This is an optimization exercise on Yosys and OpenROAD, whose aim is small area, a short achievable clock period and few clock cycles, not a production implementation.
In this exercise RTL edits were held to simulation tests only and were not proved equivalent to the original.
No activity file was given, so power comes from the tool's default toggle rates.

Design timed_task_dispatcher_unit, start of the top module:
module timed_task_dispatcher_unit #(
    parameter int TASK_SLOTS = tdu_pkg::TASK_SLOTS_DEF
) (
    input  logic                        i_clk,
    input  logic                        i_rst_n,
    input  logic                        i_in_valid,
    output logic                        o_in_ready,
    input  logic [113:0]                i_in_data,
    output logic                        o_out_valid,
    input  logic                        i_out_ready,
    output logic [43:0]                 o_out_data,
    input  logic                        psel,
    input  logic                        penable,
    input  logic                        pwrite,
    input  logic [tdu_pkg::PADDR_W-1:0] paddr,
    input  logic [31:0]                 pwdata,
    output logic [31:0]                 prdata,
    output logic                        pready
);
Size: roughly 2500 flip-flops, ~240 I/O pins, about 150000 µm² of cells after synthesis.
clock: 10.0 ns
lec_check: 0
cap_margin: 20
core_margin: 2
core_utilization: 55
cts_cluster_diameter: 150
cts_cluster_size: 22
setup_slack_margin: 2.0
slew_margin: 30
run.sh (not shown) runs the stock make flow with config.mk's settings and CLKGATE_MAP_FILE= SYNTH_SCRIPT=/design/flow/synth_recipe.tcl, a recipe that flattens the netlist after the stock synthesis.
Testbench counts at the start, summed over its fixed seeds: cycles 26,332.
==> next run, changes <==
Settings changed: CTS_CLUSTER_DIAMETER 150 to 125, CTS_CLUSTER_SIZE 22 to 19.
What happened: Design area hardly moves; synthesized cell count does not change; critical path depth climbs by 5; hold slack improved by 0.0071 ns; power climbs by 2.0%.
==> next run, changes <==
Settings changed: CORE_UTILIZATION 55 to 58.
First-iteration DRC count is higher by 8.3%.
Cell count is lower by 0.74%.
Count of clock-buffer cells in the layout is higher by 12.
Via count is higher by 1.3%.
Area after synthesis does not change.
Non-clock buffer count is higher by 37.
Final area is about the same.
Clock power barely changes.

timed_task_dispatcher_unit again, from the RTL that the note above started with.
==> flow/config.mk <==
export PLATFORM = sky130hd
export DESIGN_NAME = timed_task_dispatcher_unit
export DESIGN_NICKNAME = timed_task_dispatcher_unit
export VERILOG_FILES = /design/flow/design.v
export SDC_FILE = /design/flow/constraint.sdc
export NUM_CORES = 4
export LEC_CHECK = 0
export CAP_MARGIN = 20
export CORE_MARGIN = 2
export CORE_UTILIZATION = 55
export CTS_CLUSTER_DIAMETER = 125
export CTS_CLUSTER_SIZE = 19
export SETUP_SLACK_MARGIN = 2.3
export SLEW_MARGIN = 30
==> flow/constraint.sdc <==
create_clock -name core_clock -period 10.0 [get_ports {i_clk}]
set_input_delay 2.0000 -clock core_clock [delete_from_list [all_inputs] [get_ports {i_clk}]]
set_output_delay 2.0000 -clock core_clock [all_outputs]
set_load 0.01 [all_outputs]
Testbench counts at the start, summed over its fixed seeds: cycles 26,332.
Rerun with:
SETUP_SLACK_MARGIN = 2.7   (was 2.3)
Maximum frequency rose by 1.7%.
Power rose by 2.0%.
Combinational power rose by 8.6%.
Via count rose by about 1.5%.
Design area rose by about 1.8%.
Register-to-register slack is better by 0.13 ns.
Non-clock buffer count rose by 149.
First-iteration DRC count rose by about 1.4%.
Utilization rose by 1.1 points.
Worst hold slack stays flat.
Die area is unchanged.

Setup of run 1:
timed_task_dispatcher_unit again, from the RTL that the note above started with.
Settings: LEC_CHECK=0, CAP_MARGIN=20, CORE_MARGIN=2, CORE_UTILIZATION=55, CTS_CLUSTER_DIAMETER=125, CTS_CLUSTER_SIZE=19, SETUP_SLACK_MARGIN=2.5, SLEW_MARGIN=30; clock period 10.0 ns.
Run 1 has completed all stages; timing, DRC and antenna checks passed.
Testbench counts of run 1, summed over its fixed seeds: cycles 26,332.
> inputs changed (run 1 -> run 4)
- CTS_CLUSTER_SIZE: 19 -> unset
- CTS_CLUSTER_DIAMETER: 125 -> unset
- SETUP_SLACK_MARGIN: 2.5 -> 2.0
Notes after the runs:
Run 4 did not stop at any stage, and its layout met the timing, design-rule and antenna checks.
The worst relative slew slack reported for run 4 is greater than that of run 1 by 5.7 points.
Comparing run 1 and run 4, the lower number of resized instances in the post-cts repair step was measured on run 4.
Clock transition at the registers of the reported paths ended up 0.02 ns lower on run 4 than on run 1.
Per the comparison of run 4 with run 1, wire length the detailed router placed on met1 now smaller; total power now larger.
Cmp run 1 and run 4 / placer's final routability congestion estimate / higher: run 4
Run 4 against run 1; wire length of the first global-routing pass is down slightly.
Run 4 ends up with lower logic gate share of total power than run 1 does.
Data arrival time of the worst path for run 4: 0.22 ns up relative to run 1
Switching share of total power (lower): run 4

-- afterwards: timing with drivers on the ports --
In the flow no input, the clock included, has a driving cell. The finished layouts below were timed again as built, in two steps.
Step 1 assumes that a clkbuf_16 drives the clock port and a buf_2 every other input.
Step 2, shift: input delay + t, output delay - t, t = (earliest + latest rising clock arrival at the registers) / 2. This alone moves slack from input paths to output paths.
Slacks: ideal / step 1 / step 2; pairs: ideal / step 1.
run | t, ns | setup slack, ns | worst setup path at the end
the first run of note 1 | 0.970 | 1.972 / 1.972 / 1.179 | input to register
the second run of note 1 | 1.002 | 2.132 / 2.138 / 1.216 | input to register
the third run of note 1 | 0.986 | 1.978 / 2.056 / 1.076 | input to register
the first run of note 2 | 1.001 | 2.243 / 2.243 / 1.484 | input to register
the second run of note 2 | 1.018 | 2.372 / 2.372 / 1.559 | input to register
run 1 | 1.009 | 2.153 / 2.153 / 1.342 | input to register
run 4 | 1.044 | 2.036 / 2.036 / 1.091 | input to register
After both steps setup and hold are still met in every run listed. For run 4, which loses most, drivers alone change the setup slack by 0.000 ns; drivers and shift together by -0.945 ns.
